Background: an optimization exercise with open tools, aiming at small area, a short achievable clock period and few clock cycles. Do not read the settings as production practice. In this exercise RTL edits were held to simulation tests only and were not proved equivalent to the original.

`design/flow/design.v`:
```
`timescale 1ns / 1ps
package scph_pkg;
	localparam int COORD_BITS       = 16;
	localparam int IDX_BITS         = 4;
	localparam int CFG_BITS         = 5;
	localparam int MAX_VERTICES_DEF = 16;
	localparam int unsigned MIN_POLY_VERTICES = 3;
	localparam int OPW   = COORD_BITS + 2;
	localparam int PRODW = 2 * OPW;
	localparam int CRW   = PRODW + 1;
	localparam logic OP_WRITE = 1'b0;
	localparam logic OP_QUERY = 1'b1;
	typedef struct packed {
		logic                         op;
		logic [IDX_BITS-1:0]          vertex_index;
		logic signed [COORD_BITS-1:0] coord_x;
		logic signed [COORD_BITS-1:0] coord_y;
		logic signed [COORD_BITS-1:0] dir_x;
		logic signed [COORD_BITS-1:0] dir_y;
	} req_t;
	typedef struct packed {
		logic hit;
		logic endpoint_inside;
	} rsp_t;
	typedef struct packed {
		logic signed [COORD_BITS-1:0] x;
		logic signed [COORD_BITS-1:0] y;
	} vtx_t;
	typedef enum logic [2:0] {
		ST_IDLE,
		ST_LOAD0,
		ST_LOAD1,
		ST_EDGE,
		ST_DRAIN,
		ST_FIN
	} state_t;
	typedef enum logic [2:0] {
		XOP_IN_O,
		XOP_IN_E,
		XOP_DEN,
		XOP_N1,
		XOP_N2
	} xop_t;
endpackage
`timescale 1ns / 1ps
module segment_convex_polygon_hit #(
	parameter int MAX_VERTICES = scph_pkg::MAX_VERTICES_DEF
) (
	input  logic                          clk,
	input  logic                          arst_n,
	input  logic                          req_valid,
	output logic                          req_stall,
	input  scph_pkg::req_t                req,
	output logic                          rsp_valid,
	input  logic                          rsp_stall,
	output scph_pkg::rsp_t                rsp,
	input  logic                          cfg_valid,
	output logic                          cfg_ready,
	input  logic [scph_pkg::CFG_BITS-1:0] cfg_data
);
	localparam int AW    = $clog2(MAX_VERTICES);
	localparam int CW    = $clog2(MAX_VERTICES + 1);
	localparam int CB    = scph_pkg::COORD_BITS;
	localparam int OPW   = scph_pkg::OPW;
	localparam int PRODW = scph_pkg::PRODW;
	localparam int CRW   = scph_pkg::CRW;
	localparam int IB    = scph_pkg::IDX_BITS;
	localparam int FB    = scph_pkg::CFG_BITS;
	localparam int LW    = ((CW > FB) ? ((CW > IB) ? CW : IB) : ((FB > IB) ? FB : IB)) + 1;
	function automatic logic signed [OPW-1:0] sx(input logic signed [CB-1:0] v);
		sx = {{(OPW-CB){v[CB-1]}}, v};
	endfunction
	function automatic logic in_unit(input logic signed [CRW-1:0] num,
	                                 input logic signed [CRW-1:0] den);
		logic pos;
		pos = !den[CRW-1] && (den != '0);
		if (pos) begin
			in_unit = !num[CRW-1] && (num <= den);
		end else begin
			in_unit = (num[CRW-1] || (num == '0)) && (num >= den);
		end
	endfunction
	scph_pkg::state_t state_q, state_d;
	scph_pkg::xop_t   step_q;
	logic [CW-1:0]    edge_q;
	logic [CW-1:0]    n_q;
	logic             qry_q;
	logic [FB-1:0]    vcount_q;
	logic signed [OPW-1:0] px_q, py_q, ex_q, ey_q, dx_q, dy_q;
	scph_pkg::vtx_t        v0_q, vi_q, vj_q, rd_q;
	logic [2*CB-1:0]       mem [MAX_VERTICES];
	logic signed [OPW-1:0]   ax_s1, ay_s1, bx_s1, by_s1;
	logic signed [PRODW-1:0] p1_s2, p2_s2;
	logic signed [CRW-1:0]   cr_s3;
	logic signed [CRW-1:0]   den_q;
	scph_pkg::xop_t          tag_s1, tag_s2, tag_s3;
	logic                    v_s1, v_s2, v_s3;
	logic neg_o_q, neg_e_q, cross_q, den_nz_q, n1ok_q;
	logic rsp_valid_q;
	scph_pkg::rsp_t rsp_q;
	logic [LW-1:0] vcount_w, n_used_w, slot_w, next_w, n_w;
	logic [CW-1:0] n_used;
	logic          req_acc, rsp_free, last_edge, next_rd_ok, pipe_busy, slot_ok;
	logic          mem_we, mem_re, issue, rsp_load;
	logic [AW-1:0] rd_addr;
	logic signed [OPW-1:0] ax_d, ay_d, bx_d, by_d;
	logic signed [OPW-1:0] vix, viy, vjx, vjy, d2x, d2y, sxv, syv;
	logic          in_poly;
	assign cfg_ready = 1'b1;
	assign rsp_valid = rsp_valid_q;
	assign rsp       = rsp_q;
	assign vcount_w = LW'(vcount_q);
	assign n_used_w = (vcount_w > LW'(MAX_VERTICES)) ? LW'(MAX_VERTICES) : vcount_w;
	assign n_used   = n_used_w[CW-1:0];
	assign slot_w   = LW'(req.vertex_index);
	assign slot_ok  = slot_w < LW'(MAX_VERTICES);
	assign n_w      = LW'(n_q);
	assign next_w   = LW'(edge_q) + LW'(2);
	assign req_acc    = req_valid && !req_stall;
	assign rsp_free   = !rsp_valid_q || !rsp_stall;
	assign last_edge  = edge_q == (n_q - CW'(1));
	assign next_rd_ok = next_w < n_w;
	assign pipe_busy  = v_s1 || v_s2 || v_s3;
	always_comb begin
		state_d = state_q;
		unique case (state_q)
			scph_pkg::ST_IDLE: begin
				if (req_acc) begin
					if (req.op == scph_pkg::OP_QUERY && n_used != '0) begin
						state_d = scph_pkg::ST_LOAD0;
					end else begin
						state_d = scph_pkg::ST_FIN;
					end
				end
			end
			scph_pkg::ST_LOAD0: begin
				state_d = (n_q == CW'(1)) ? scph_pkg::ST_EDGE : scph_pkg::ST_LOAD1;
			end
			scph_pkg::ST_LOAD1: state_d = scph_pkg::ST_EDGE;
			scph_pkg::ST_EDGE: begin
				if (step_q == scph_pkg::XOP_N2 && last_edge) begin
					state_d = scph_pkg::ST_DRAIN;
				end
			end
			scph_pkg::ST_DRAIN: begin
				if (!pipe_busy) begin
					state_d = scph_pkg::ST_FIN;
				end
			end
			scph_pkg::ST_FIN: begin
				if (rsp_free) begin
					state_d = scph_pkg::ST_IDLE;
				end
			end
			default: state_d = scph_pkg::ST_IDLE;
		endcase
	end
	always_comb begin
		req_stall = 1'b1;
		mem_we    = 1'b0;
		mem_re    = 1'b0;
		rd_addr   = '0;
		issue     = 1'b0;
		rsp_load  = 1'b0;
		unique case (state_q)
			scph_pkg::ST_IDLE: begin
				req_stall = 1'b0;
				mem_we    = req_acc && req.op == scph_pkg::OP_WRITE && slot_ok;
				mem_re    = req_acc && req.op == scph_pkg::OP_QUERY && n_used != '0;
			end
			scph_pkg::ST_LOAD0: begin
				mem_re  = n_q != CW'(1);
				rd_addr = AW'(1);
			end
			scph_pkg::ST_LOAD1: ;
			scph_pkg::ST_EDGE: begin
				issue   = 1'b1;
				mem_re  = step_q == scph_pkg::XOP_IN_O && next_rd_ok;
				rd_addr = next_w[AW-1:0];
			end
			scph_pkg::ST_DRAIN: ;
			scph_pkg::ST_FIN: rsp_load = rsp_free;
			default: ;
		endcase
	end
	always_ff @(posedge clk) begin
		if (mem_we) begin
			mem[slot_w[AW-1:0]] <= {req.coord_x, req.coord_y};
		end
		if (mem_re) begin
			rd_q <= mem[rd_addr];
		end
	end
	always_comb begin
		vix = sx(vi_q.x);
		viy = sx(vi_q.y);
		vjx = sx(vj_q.x);
		vjy = sx(vj_q.y);
		d2x = vjx - vix;
		d2y = vjy - viy;
		sxv = px_q - vix;
		syv = py_q - viy;
		unique case (step_q)
			scph_pkg::XOP_IN_O: begin
				ax_d = vix - px_q;
				ay_d = viy - py_q;
				bx_d = vjx - px_q;
				by_d = vjy - py_q;
			end
			scph_pkg::XOP_IN_E: begin
				ax_d = vix - ex_q;
				ay_d = viy - ey_q;
				bx_d = vjx - ex_q;
				by_d = vjy - ey_q;
			end
			scph_pkg::XOP_DEN: begin
				ax_d = dx_q;
				ay_d = dy_q;
				bx_d = d2x;
				by_d = d2y;
			end
			scph_pkg::XOP_N1: begin
				ax_d = d2x;
				ay_d = d2y;
				bx_d = sxv;
				by_d = syv;
			end
			scph_pkg::XOP_N2: begin
				ax_d = dx_q;
				ay_d = dy_q;
				bx_d = sxv;
				by_d = syv;
			end
			default: begin
				ax_d = '0;
				ay_d = '0;
				bx_d = '0;
				by_d = '0;
			end
		endcase
	end
	always_ff @(posedge clk) begin
		if (req_acc) begin
			px_q <= sx(req.coord_x);
			py_q <= sx(req.coord_y);
			dx_q <= sx(req.dir_x);
			dy_q <= sx(req.dir_y);
			ex_q <= sx(req.coord_x) + sx(req.dir_x);
			ey_q <= sx(req.coord_y) + sx(req.dir_y);
		end
		if (state_q == scph_pkg::ST_LOAD0) begin
			v0_q <= rd_q;
			vi_q <= rd_q;
			if (n_q == CW'(1)) begin
				vj_q <= rd_q;
			end
		end else if (state_q == scph_pkg::ST_LOAD1) begin
			vj_q <= rd_q;
		end else if (issue && step_q == scph_pkg::XOP_N2 && !last_edge) begin
			vi_q <= vj_q;
			vj_q <= ((edge_q + CW'(1)) == (n_q - CW'(1))) ? v0_q : rd_q;
		end
		ax_s1 <= ax_d;
		ay_s1 <= ay_d;
		bx_s1 <= bx_d;
		by_s1 <= by_d;
		p1_s2 <= PRODW'(ax_s1) * PRODW'(by_s1);
		p2_s2 <= PRODW'(bx_s1) * PRODW'(ay_s1);
		cr_s3 <= CRW'(p1_s2) - CRW'(p2_s2);
		if (v_s3 && tag_s3 == scph_pkg::XOP_DEN) begin
			den_q <= cr_s3;
		end
	end
	assign in_poly = qry_q && (n_w >= LW'(scph_pkg::MIN_POLY_VERTICES)) &&
	                 (!neg_o_q || !neg_e_q);
	always_ff @(posedge clk or negedge arst_n) begin
		if (!arst_n) begin
			state_q     <= scph_pkg::ST_IDLE;
			step_q      <= scph_pkg::XOP_IN_O;
			edge_q      <= '0;
			n_q         <= '0;
			qry_q       <= 1'b0;
			vcount_q    <= '0;
			v_s1        <= 1'b0;
			v_s2        <= 1'b0;
			v_s3        <= 1'b0;
			tag_s1      <= scph_pkg::XOP_IN_O;
			tag_s2      <= scph_pkg::XOP_IN_O;
			tag_s3      <= scph_pkg::XOP_IN_O;
			neg_o_q     <= 1'b0;
			neg_e_q     <= 1'b0;
			cross_q     <= 1'b0;
			den_nz_q    <= 1'b0;
			n1ok_q      <= 1'b0;
			rsp_valid_q <= 1'b0;
			rsp_q       <= '0;
		end else begin
			state_q <= state_d;
			if (cfg_valid && cfg_ready) begin
				vcount_q <= cfg_data;
			end
			if (req_acc) begin
				n_q     <= n_used;
				qry_q   <= req.op == scph_pkg::OP_QUERY;
				edge_q  <= '0;
				step_q  <= scph_pkg::XOP_IN_O;
				neg_o_q <= 1'b0;
				neg_e_q <= 1'b0;
				cross_q <= 1'b0;
			end
			if (issue) begin
				unique case (step_q)
					scph_pkg::XOP_IN_O: step_q <= scph_pkg::XOP_IN_E;
					scph_pkg::XOP_IN_E: step_q <= scph_pkg::XOP_DEN;
					scph_pkg::XOP_DEN:  step_q <= scph_pkg::XOP_N1;
					scph_pkg::XOP_N1:   step_q <= scph_pkg::XOP_N2;
					scph_pkg::XOP_N2: begin
						step_q <= scph_pkg::XOP_IN_O;
						edge_q <= edge_q + CW'(1);
					end
					default: step_q <= scph_pkg::XOP_IN_O;
				endcase
			end
			v_s1   <= issue;
			tag_s1 <= step_q;
			v_s2   <= v_s1;
			tag_s2 <= tag_s1;
			v_s3   <= v_s2;
			tag_s3 <= tag_s2;
			if (v_s3) begin
				unique case (tag_s3)
					scph_pkg::XOP_IN_O: if (cr_s3[CRW-1]) neg_o_q <= 1'b1;
					scph_pkg::XOP_IN_E: if (cr_s3[CRW-1]) neg_e_q <= 1'b1;
					scph_pkg::XOP_DEN:  den_nz_q <= cr_s3 != '0;
					scph_pkg::XOP_N1:   n1ok_q <= in_unit(cr_s3, den_q);
					scph_pkg::XOP_N2: begin
						if (den_nz_q && n1ok_q && in_unit(cr_s3, den_q)) begin
							cross_q <= 1'b1;
						end
					end
					default: ;
				endcase
			end
			if (rsp_load) begin
				rsp_valid_q           <= 1'b1;
				rsp_q.endpoint_inside <= in_poly;
				rsp_q.hit             <= in_poly || cross_q;
			end else if (rsp_valid_q && !rsp_stall) begin
				rsp_valid_q <= 1'b0;
			end
		end
	end
endmodule
```
`design/flow/run.sh`:
```
#!/bin/bash
# synth_recipe.tcl (not shown) runs the flow's synth.tcl, then flattens the netlist and writes it again
# the make line also repeats each setting of config.mk as NAME=value (left out here)
make -C /OpenROAD-flow-scripts/flow DESIGN_CONFIG=/design/flow/config.mk WORK_HOME=/design/flow/orfs CLKGATE_MAP_FILE= SYNTH_SCRIPT=/design/flow/synth_recipe.tcl finish
```
`design/flow/config.mk`:
```
export PLATFORM = sky130hd
export DESIGN_NAME = segment_convex_polygon_hit
export DESIGN_NICKNAME = segment_convex_polygon_hit
export VERILOG_FILES = /design/flow/design.v
export SDC_FILE = /design/flow/constraint.sdc
export NUM_CORES = 4
export LEC_CHECK = 0
export CAP_MARGIN = 20
export CORE_MARGIN = 2
export CORE_UTILIZATION = 40
export SLEW_MARGIN = 20
```
`design/flow/constraint.sdc`:
```
create_clock -name core_clock -period 7.5 [get_ports {clk}]
set_input_delay 1.5000 -clock core_clock [delete_from_list [all_inputs] [get_ports {clk}]]
set_output_delay 1.5000 -clock core_clock [all_outputs]
set_load 0.01 [all_outputs]
```
==> reports/metrics.csv <==
stage;metric;value;unit
status;status;finished clean;
sta;RSZ-0062 raised after global routing;false;
route;Vias/cell;5.25;
route;routed length per placed instance;21.0;um
global_route;met1 Usage GRT;26.7;%
cells_and_area;commonest non-fill, non-tap cell in the layout;inv_1;
route;vias;46685;
die;row count;156;
global_route;largest net degree at the start of global routing;108;
die;Die Ht;430;um
logic_synthesis;Syn Nets;7580;
clocking;Post-CTS Hold Buffers;0;
logic_synthesis;Synth Area per Inst;11.5;um^2
worst_setup_path;Arrival @ worst endpoint;7.61;ns
placement;Post-DP HPWL;143;mm
die;die width;430;um
placement;IO buf count;82;
logic_synthesis;yosys warns;1;
route;Remaining DRCs;0;
global_route;total global routing overflow;0;
cells_and_area;filler instances;16615;
worst_setup_path;CP Launch Type;flop;
route;drt total wl;187;mm
logic_synthesis;area of the mapped netlist;0.0725;mm^2
sta;clk_skew;0.0989;ns
sta;post-layout min period;7.01;ns
global_route;met2 Track Usage GR;34.9;%
route;First-pass DRT Iterations;7;
logic_synthesis;top_reg_cell synth;edfxtp_1;
clocking;root buffer cell;clkbuf_16;
worst_setup_path;CP Max Fanout;18;
clocking;CTS tree;yes;
clocking;Post-CTS Setup Inserts;0;
cells_and_area;most frequent cells in the layout;988 x inv_1, 775 x edfxtp_1, 673 x fa_1, 501 x nand2_1, 497 x ha_1;
clocking;Worst-Skew Late Latency;0.79;ns
die;I/O pin total;84;
die;initial core utilization;40.2;%
route;violation count after the first detailed-route iteration;2923;
logic_synthesis;Netlist cell types;103;
logic_synthesis;EDFF count, synth;775;
die;DIE AREA;0.185;mm^2
clocking;CTS Buf Count;108;
worst_setup_path;critical path capture point type;flop;
logic_synthesis;Syn Inst Count;6331;
clocking;Sink Count;998;
global_route;Tot GR Track Use;20.2;%
clocking;H-tree depth;3;
sta;Slew Viols, Final;0;
worst_setup_path;CP required;8.10;ns
logic_synthesis;ys async rst share;4.21;%
placement;routability cong.;0.906;
logic_synthesis;post-synthesis register bit count;998;
clocking;CTS clk-pin slew, worst paths;0.06;ns
route;antenna viol nets, final;0;
min_path;hold crit path type;reg -> reg;
clocking;clock buffer depth;3;
cells_and_area;synthesis-to-finish area growth;10.5;%
sta;setup violators final;0;
sta;Highest Clock Rate;0.143;GHz
sta;setup_tns;0;ns
global_route;first-pass GRT wire length;289;mm
sta;worst-margin pin slew;1.09;ns
die;core area;0.180;mm^2
cells_and_area;Final Core Density;44.4;%
cells_and_area;fraction of layout cells with a size suffix above 1;8.40;%
clocking;post_cts resized;0;
worst_setup_path;Crit Path Class;reg -> reg;
run;max_cap viols;0;
worst_setup_path;R2R setup slack;0.49;ns
global_route;GRT busiest layer;met2;
global_route;initial antenna violation count;10;
logic_synthesis;post-synthesis sequential area ratio;38.5;%
sta;Max-slew headroom;26.5;%
cells_and_area;nets;7670;
global_route;GRT met3 Usage;2.19;%
sta;Final Hold Vio Count;0;
sta;period utilisation layout;93.4;%
global_route;vias in the first global route;48654;
cell families (layout without fill, tap and decap cells):
family | Yosys count | in the layout | synth area share (%)
AND/OR/NAND/NOR | 1479 | 1479 | 10.1
buffers and inverters | 1192 | 1374 | 6.22
adder cells (fa/ha/maj) | 1170 | 1170 | 27.2
flip-flops | 998 | 998 | 38.5
AO/OA/AOI/OAI | 983 | 983 | 9.04
XOR/XNOR | 288 | 288 | 3.48
multiplexers | 220 | 220 | 5.49
other | 1 | 9 | 0.00517
critical path, stage by stage (launching register included):
cell,delay [ns]
dfxtp_1,0.76
nand2_1,0.27
fa_1,0.60
inv_1,0.14
fa_1,0.87
fa_1,0.53
fa_1,0.52
fa_1,0.49
inv_1,0.04
fa_1,0.47
inv_1,0.04
ha_1,0.35
a21o_1,0.19
a21oi_1,0.18
nand2_1,0.06
or4_1,0.43
a31o_2,0.29
a221oi_2,0.23
nor2b_1,0.10
o41ai_2,0.24
xnor2_1,0.11
sequential cells by signal, summed over array words and instances (netlist names), 17 cells and up:
signal  flops
p1_s2      36
ay_s1      18
bx_s1      18
p2_s2      36
ax_s1      18
den_q      37
cr_s3      37
vj_q       32
mem       512
rd_q       32
vi_q       32
ey_q       17
v0_q       32
by_s1      18
ex_q       17
metrics by stage:
step / setup slack, ns / std cells / instance area, um^2 / hold slack [ns]
floorplan: 1.08 / 6331 / 72500 / 0.331
global placement: 0.603 / 8680 / 76500 / 0.334
detailed placement: 0.444 / 8680 / 76500 / 0.336
CTS: 0.466 / 8882 / 80100 / 0.351
global route: 0.170 / 8883 / 80100 / 0.356
finish: 0.491 / 8891 / 80100 / 0.348
Yosys cell counts, drive strengths merged (11+ instances only):
cell	n	area share [%]
a22oi	21	0.22
fa	673	19
and2	368	3.2
a211oi	57	0.59
nor3	67	0.46
buf	42	0.25
mux2i	13	0.18
edfxtp	775	32
ha	497	8.6
inv	989	5.1
nor2b	44	0.38
o21ai	191	1.3
o31ai	17	0.20
a31oi	55	0.50
o21a	60	0.62
dfxtp	181	5.0
o31a	11	0.13
o211ai	24	0.25
nand2	503	2.6
clkbuf	158	0.82
xor2	84	1.0
nor4	27	0.24
or2	15	0.13
mux4	135	4.2
nand3b	11	0.11
xnor2	204	2.5
nand4	25	0.22
or3	13	0.11
o21bai	39	0.40
o41ai	14	0.19
nand2b	55	0.47
dfrtp	42	1.4
a21o	106	1.1
nand3	48	0.33
and3	22	0.19
mux2	72	1.1
nor2	253	1.3
o22ai	28	0.24
a21oi	231	1.6
a221oi	14	0.18
a211o	13	0.16
layer usage:
metal | vias up | routed length, um
li1 | 21690 | -
met5 | - | 42
met2 | 1046 | 91700
met4 | 6 | 5930
met3 | 265 | 7930
met1 | 23678 | 81100
final cells by class:
type	count	area, um^2	area share (%)
inverter	991	3720	4.65
sequential	998	27900	34.9
tap	2370	2970	3.70
clock buffer	146	2950	3.68
clock inverter	56	621	0.775
timing repair buffer	181	1600	2.00
multi-input combinational	4141	40300	50.3
antenna	8	20.0	0.0250
path summary, 6_finish.rpt:
kind | endpoint | from | depth (start not counted)
max | p2_s2[35] | bx_s1[17] | 20
min | tag_s2[0] | tag_s1[0] | 0
max reg2reg | p2_s2[35] | bx_s1[17] | 20
min reg2reg | tag_s2[0] | tag_s1[0] | 0
max in group asynchronous | step_q[0] | arst_n | 1
min in group asynchronous | rsp_valid_q | arst_n | 1
Testbench counts, summed over its fixed seeds: cycles 201,424.

[what the ideal ports hide]
The results above use ideal ports. As a check the final layout listed here was re-extracted and re-timed, cells and wires unchanged. Step 1, drivers: a clkbuf_16 drives clk and a buf_2 each remaining input, both assumed. Step 2 also shifts input and output timing later by t, the mid clock arrival at the registers, as if the neighbouring blocks saw the same clock. a / b / c = no drivers / after step 1 / after step 2; a / b = the first two.
t, ns: 0.826
slack for setup (ns): 0.491 / 0.491 / 0.491
worst setup path at the end: register to register
After both steps setup and hold are still met in this run. For this run, drivers alone change the setup slack by 0.000 ns; drivers and shift together by 0.000 ns.
